What follows belongs to an exercise in optimizing a design on an open flow for small area; a production flow would make more cautious choices.
Only simulation tests tie the RTL to the original design; equivalence was not proved.
Power and IR drop assume default switching activity. The flow treats the clock pin as an ideal source, which a real chip does not have.

== job 210 ==
==> flow/design.v (excerpt) <==
module rv_decode_top (
	input  wire             clk,
	input  wire             rst,
	input  wire [223:0]     fetch_i,       
	input  wire             fetch_valid_i,
	output wire             in_credit_o,
	output wire [412:0]     uop_o,         
	output wire             uop_valid_o,
	input  wire             ex_credit_i
);
==> flow/config.mk <==
export PLATFORM = sky130hd
export DESIGN_NAME = rv_decode_top
export DESIGN_NICKNAME = rv_decode_top
export VERILOG_FILES = /design/flow/design.v
export SDC_FILE = /design/flow/constraint.sdc
export NUM_CORES = 4
export LEC_CHECK = 0
export ABC_CLOCK_PERIOD_IN_PS = 2500
export CAP_MARGIN = 20
export CORE_MARGIN = 2
export CORE_UTILIZATION = 75
export SLEW_MARGIN = 20
==> flow/constraint.sdc <==
create_clock -name core_clock -period 4.0 [get_ports {clk}]
set_input_delay 0.8000 -clock core_clock [delete_from_list [all_inputs] [get_ports {clk}]]
set_output_delay 0.8000 -clock core_clock [all_outputs]
set_load 0.01 [all_outputs]
standard.sh (not shown) runs the stock make flow with config.mk's settings and CLKGATE_MAP_FILE= SYNTH_SCRIPT=/design/flow/synth_recipe.tcl, a recipe that flattens the netlist after the stock synthesis.
==> flow/flow/run.sh <==
#!/bin/bash
# Standard layout with small port buffers, one tie cell for all constant outputs and a
# clock tree without dummy loads.
set -euo pipefail
export BUFFER_PORTS_ARGS="-buffer_cell sky130_fd_sc_hd__buf_1"
export CTS_ARGS="-sink_clustering_enable -repair_clock_nets -dont_use_dummy_load -buf_list sky130_fd_sc_hd__clkbuf_16 -sink_clustering_size 24 -sink_clustering_max_diameter 60"
export SKIP_REPAIR_TIE_FANOUT=1
bash standard.sh > make_flow.log 2>&1
For job 567, these inputs were changed with respect to job 210:
==> flow/flow/run.sh <==
#!/bin/bash
# Standard layout with small port buffers, one tie cell for all constant outputs and a
# clock tree without dummy loads.
set -euo pipefail
export BUFFER_PORTS_ARGS="-buffer_cell sky130_fd_sc_hd__buf_1"
export CTS_ARGS="-sink_clustering_enable -repair_clock_nets -dont_use_dummy_load -buf_list sky130_fd_sc_hd__clkbuf_16 -sink_clustering_size 27 -sink_clustering_max_diameter 80"
export SKIP_REPAIR_TIE_FANOUT=1
bash standard.sh > make_flow.log 2>&1
--- a/flow/config.mk
+++ b/flow/config.mk
@@ -10,3 +10,4 @@
 export CORE_MARGIN = 2
 export CORE_UTILIZATION = 75
+export SETUP_SLACK_MARGIN = 0.1
 export SLEW_MARGIN = 20
When job 567 is measured against job 210, its worst clock skew turns out 28 ps lower. Job 567 ends up with a final standard cell utilization of the core that is 0.37 points lower than in job 210. Compared job 567 vs job 210, and total power divided by cell area is down in job 567. Diff job 210 -> job 567: number of gates given a new drive strength after cts increased by 1 relative to the old numbers, final clock period utilization by the worst path moved down, sequential share of layout area +0.34 points. Job 567 against job 210: setup slack shows an increase of 110 ps, sum of internal, switching and leakage power shows a reduction of 2.4%, fraction of final layout cells sized beyond drive strength 1 shows no meaningful change, final net count shows no meaningful change, routed wire length shows a reduction of about 1%.
#### Input delta (job 8152 over job 567)
==> flow/flow/run.sh <==
#!/bin/bash
# Standard layout with small port buffers, one tie cell for all constant outputs and a
# clock tree without dummy loads.
set -euo pipefail
export BUFFER_PORTS_ARGS="-buffer_cell sky130_fd_sc_hd__buf_1"
export CTS_ARGS="-sink_clustering_enable -repair_clock_nets -dont_use_dummy_load -buf_list {sky130_fd_sc_hd__clkbuf_8 sky130_fd_sc_hd__clkbuf_16} -sink_clustering_size 18 -sink_clustering_max_diameter 60"
export SKIP_REPAIR_TIE_FANOUT=1
bash standard.sh > make_flow.log 2>&1
--- a/flow/config.mk
+++ b/flow/config.mk
@@ -10,4 +10,3 @@
 export CORE_MARGIN = 2
 export CORE_UTILIZATION = 75
-export SETUP_SLACK_MARGIN = 0.1
 export SLEW_MARGIN = 20
Results
- Comparing job 567 and job 8152, the higher detail-routed net length per standard cell was measured on job 8152.
- Final cell count without fillers (higher): job 8152
- Compared with job 567, in job 8152 power spent charging and discharging nets now sits higher; total of clock buffers placed in the layout picked up an extra 44%; register-to-register slack saw a decrease; first-iteration DRC count went up by 10%; wire length of the first global-routing pass saw an increase.
- In terms of cell count of the worst reg-to-reg path, job 8152 and job 567 differ only marginally.
- Against job 567, job 8152 comes in about 1% lower on combinational power.
--- input diff job 8152..job 8540 ---
==> flow/flow/run.sh <==
#!/bin/bash
# Standard layout with small port buffers, one tie cell for all constant outputs and a
# clock tree without dummy loads.
set -euo pipefail
export BUFFER_PORTS_ARGS="-buffer_cell sky130_fd_sc_hd__buf_1"
export CTS_ARGS="-sink_clustering_enable -repair_clock_nets -dont_use_dummy_load -buf_list sky130_fd_sc_hd__clkbuf_16 -sink_clustering_size 34 -sink_clustering_max_diameter 80"
export SKIP_REPAIR_TIE_FANOUT=1
bash standard.sh > make_flow.log 2>&1
--- a/flow/config.mk
+++ b/flow/config.mk
@@ -10,3 +10,4 @@
 export CORE_MARGIN = 2
 export CORE_UTILIZATION = 75
+export SETUP_SLACK_MARGIN = 0.1
 export SLEW_MARGIN = 20
Clock skew (job 8540 over job 8152): increase, 31 ps
Total core area of job 8540 is on par with job 8152.
Across both runs, setup slack was higher for job 8540 than for job 8152.
Job 8152 -> job 8540: first-pass GRT wire length decreased by a few percent

---

rv_decode_top, a different RTL version from the one above (not shown whole).
Size in the first run: about 1,500 cells after synthesis, ~640 I/O pins, roughly 32,000 µm² of cells after synthesis.
export LEC_CHECK = 0
export ABC_CLOCK_PERIOD_IN_PS = 2500
export CAP_MARGIN = 20
export CORE_MARGIN = 2
export CORE_UTILIZATION = 75
export SLEW_MARGIN = 20
create_clock -name core_clock -period 4.0 [get_ports {clk}]
==> flow/flow/run.sh <==
#!/bin/bash
# Standard layout with small port buffers, one tie cell for all constant outputs and a
# clock tree without dummy loads.
set -euo pipefail
export BUFFER_PORTS_ARGS="-buffer_cell sky130_fd_sc_hd__buf_1"
export CTS_ARGS="-sink_clustering_enable -repair_clock_nets -dont_use_dummy_load -buf_list sky130_fd_sc_hd__clkbuf_16 -sink_clustering_size 24 -sink_clustering_max_diameter 60"
export SKIP_REPAIR_TIE_FANOUT=1
bash standard.sh > make_flow.log 2>&1
==> next run, changes <==
Settings changed: ABC_CLOCK_PERIOD_IN_PS 2500 to 1800, CAP_MARGIN 20 to 10, SLEW_MARGIN 20 to 10.
Result: Clock power hardly moves. Routed wire length stays the same. Die area stays the same. Setup slack does not change. Utilization does not change. Non-clock buffer count stays the same.
==> next run, changes <==
==> flow/flow/run.sh (replaced) <==
#!/bin/bash
# Standard layout with small port buffers, one tie cell for all constant outputs and a
# clock tree without dummy loads.
set -euo pipefail
export BUFFER_PORTS_ARGS="-buffer_cell sky130_fd_sc_hd__buf_1"
export CTS_ARGS="-sink_clustering_enable -repair_clock_nets -dont_use_dummy_load -buf_list sky130_fd_sc_hd__clkbuf_16"
export SKIP_REPAIR_TIE_FANOUT=1
bash standard.sh > make_flow.log 2>&1
Settings changed: ABC_CLOCK_PERIOD_IN_PS 1800 to default, CAP_MARGIN 10 to 20, CORE_UTILIZATION 75 to 65, SLEW_MARGIN 10 to 20.
What happened: The new run went through all stages and came out clean; critical path depth stays the same; sequential cell count is unchanged; global-route usage goes down by 5.2 points; synthesized cell count does not change; power goes up by 12%; synthesized area stays the same; sequential power hardly moves; clock power goes up by 39%; maximum frequency goes up by 0.87%.

---

== build 28 ==
rv_decode_top with an RTL version that a note above also has.
Size: about 1500 cells after synthesis, roughly 900 flip-flops, about 640 I/O pins.
Settings: LEC_CHECK=0, ABC_CLOCK_PERIOD_IN_PS=2500, CAP_MARGIN=20, CORE_MARGIN=2, CORE_UTILIZATION=75, SETUP_SLACK_MARGIN=0.05, SLEW_MARGIN=20; clock period 4.0 ns.
==> flow/flow/run.sh <==
#!/bin/bash
# Standard layout with small port buffers, one tie cell for all constant outputs and a
# clock tree without dummy loads.
set -euo pipefail
export BUFFER_PORTS_ARGS="-buffer_cell sky130_fd_sc_hd__buf_1"
export CTS_ARGS="-sink_clustering_enable -repair_clock_nets -dont_use_dummy_load -buf_list sky130_fd_sc_hd__clkbuf_16 -sink_clustering_size 27 -sink_clustering_max_diameter 80"
export SKIP_REPAIR_TIE_FANOUT=1
bash standard.sh > make_flow.log 2>&1
What build 45 does differently from build 28 at the input level:
Settings: a deleted SETUP_SLACK_MARGIN that had been 0.05.
[summary]
- Maximum clock frequency on build 45 is behind build 28.
- Register fraction of the total cell area: build 45 vs build 28 — no meaningful difference
- Maximum fanout count along the critical path came out exactly the same in build 45 and build 28.
- Changes observed in build 45 relative to build 28: worst setup slack shows a reduction of 0.074 ns, wire length per cell after detailed routing shows an increase of 0.34%.
- The total power of build 45 and that of build 28 are within noise of each other.
- Summary of build 45 over build 28: met2 wirelength from detailed routing held steady; first-pass detailed-route iteration total picked up an extra 2.
- Compared with build 28, build 45 shows arrival time at the worst endpoint higher by 0.08 ns.
- Between build 45 and build 28, the difference in fraction of power consumed by combinational cells is negligible.
- Detailed-routed wire length on met3 in build 45 is about 5% below build 28.
What build 85 does differently from build 45 at the input level:
Settings: SETUP_SLACK_MARGIN: unset -> 0.1.
--- a/flow/flow/run.sh
+++ b/flow/flow/run.sh
@@ -6 +6 @@
-export CTS_ARGS="-sink_clustering_enable -repair_clock_nets -dont_use_dummy_load -buf_list sky130_fd_sc_hd__clkbuf_16 -sink_clustering_size 27 -sink_clustering_max_diameter 80"
+export CTS_ARGS="-sink_clustering_enable -repair_clock_nets -dont_use_dummy_load -buf_list sky130_fd_sc_hd__clkbuf_16 -sink_clustering_size 30 -sink_clustering_max_diameter 80"
Results
- Share of cells above drive strength 1 (lower): build 45
- Re worst relative slew slack: build 85 is 0.45 points up on build 45.
- On fmax, build 45 loses to build 85.
- Diff build 45 -> build 85: routed wire length neither gained nor lost much; clock power share went down 0.8 points; fraction of area in non-clock buffers went up by 0.24 points; design area closely matched the old numbers.
- Build 45 reached the end of the flow, and the finished layout is clean on the timing, design-rule and antenna checks.
- Build 85: flow completed, timing, DRC and antenna clean
- Build 45 has higher first-pass GRT wire length than build 85.
- The estimated power of build 85 ends up lower than the estimate for build 45.

---

== rev 12 ==
Another version of the RTL of rv_decode_top (not shown whole).
Size: roughly 1800 cells after synthesis, roughly 900 flip-flops, roughly 640 I/O pins, ~32000 µm² of cells after synthesis.
clock: 4.0 ns
lec_check: 0
cap_margin: 20
core_margin: 2
core_utilization: 65
slew_margin: 20
==> flow/flow/run.sh <==
#!/bin/bash
# Standard layout with small port buffers, one tie cell for all constant outputs and a
# clock tree of clkbuf_8 without dummy loads.
set -euo pipefail
export BUFFER_PORTS_ARGS="-buffer_cell sky130_fd_sc_hd__buf_1"
export CTS_ARGS="-sink_clustering_enable -repair_clock_nets -dont_use_dummy_load -buf_list sky130_fd_sc_hd__clkbuf_8"
export SKIP_REPAIR_TIE_FANOUT=1
bash standard.sh > make_flow.log 2>&1
Completing all stages was not enough for rev 12: its layout failed the final checks because of setup timing.
Input-level comparison between rev 13 and rev 12:
- swapping 65 for 40 in CORE_UTILIZATION
==> flow/flow/run.sh <==
#!/bin/bash
# Standard layout with small port buffers and a clock tree without dummy loads.
set -euo pipefail
export BUFFER_PORTS_ARGS="-buffer_cell sky130_fd_sc_hd__buf_1"
export CTS_ARGS="-sink_clustering_enable -repair_clock_nets -dont_use_dummy_load"
bash standard.sh > make_flow.log 2>&1
Results
| rev 13 | all stages done | FAIL | setup timing |
Any difference in wire length of the first global-routing pass between rev 13 and rev 12 is small enough to ignore.
Rev 13 vs rev 12 — maximum operating frequency climbed slightly
Sort rev 12 and rev 13 by detail-routed via count per cell desc -> top: rev 12
Total of fill cells in the finished design: rev 13 vs rev 12 up 130%
| power share of the clock group | rev 13 vs rev 12 | 3.4 points higher |
Rev 13 vs. rev 12: global-route usage went down by 12 points.

re-timing with driven ports:
The flow's constraints put no driver on any port. The routed layouts listed below were extracted and timed again, unchanged, in two steps.
Step 1, drivers: a clkbuf_16 drives clk and a buf_2 each remaining input, both assumed.
Step 2 adds t to the input delays and takes it off the output delays; t is the mean of the earliest and latest rising clock arrival at the registers after step 1. Input paths then give back, and output paths get back, about the clock's delay inside the block.
Three values: ideal, step 1, step 2; two values: the first two.
| run | t (ns) | setup WS [ns] | clock arrival spread, ns | slew at the worst register clock pin (ns) | worst data-port slew with drivers (ns) |
|---|---|---|---|---|---|
| job 210 | 0.641 | 0.100 / 0.040 / 0.681 | 0.056 / 0.056 | 0.10 / 0.10 | 0.12 |
| job 567 | 0.634 | 0.207 / 0.148 / 0.782 | 0.029 / 0.028 | 0.10 / 0.10 | 0.12 |
| job 8152 | 0.664 | 0.079 / 0.017 / 0.681 | 0.048 / 0.048 | 0.09 / 0.09 | 0.13 |
| job 8540 | 0.623 | 0.226 / 0.168 / 0.791 | 0.078 / 0.078 | 0.12 / 0.12 | 0.12 |
| the first run of note 2 | 0.645 | 0.048 / -0.014 / 0.631 | 0.062 / 0.062 | 0.10 / 0.10 | 0.13 |
| the second run of note 2 | 0.645 | 0.048 / -0.014 / 0.631 | 0.062 / 0.062 | 0.10 / 0.10 | 0.13 |
| the third run of note 2 | 0.647 | 0.082 / 0.022 / 0.669 | 0.070 / 0.070 | 0.06 / 0.06 | 0.13 |
| build 28 | 0.631 | 0.136 / 0.077 / 0.708 | 0.033 / 0.034 | 0.11 / 0.11 | 0.11 |
| build 45 | 0.631 | 0.062 / 0.002 / 0.633 | 0.037 / 0.036 | 0.10 / 0.10 | 0.12 |
| build 85 | 0.621 | 0.178 / 0.118 / 0.739 | 0.039 / 0.039 | 0.11 / 0.11 | 0.13 |
| rev 12 | 0.784 | -0.211 / -0.265 / 0.520 | 0.063 / 0.063 | 0.06 / 0.06 | 0.16 |
| rev 13 | 0.651 | -0.132 / -0.191 / 0.461 | 0.076 / 0.077 | 0.06 / 0.06 | 0.12 |
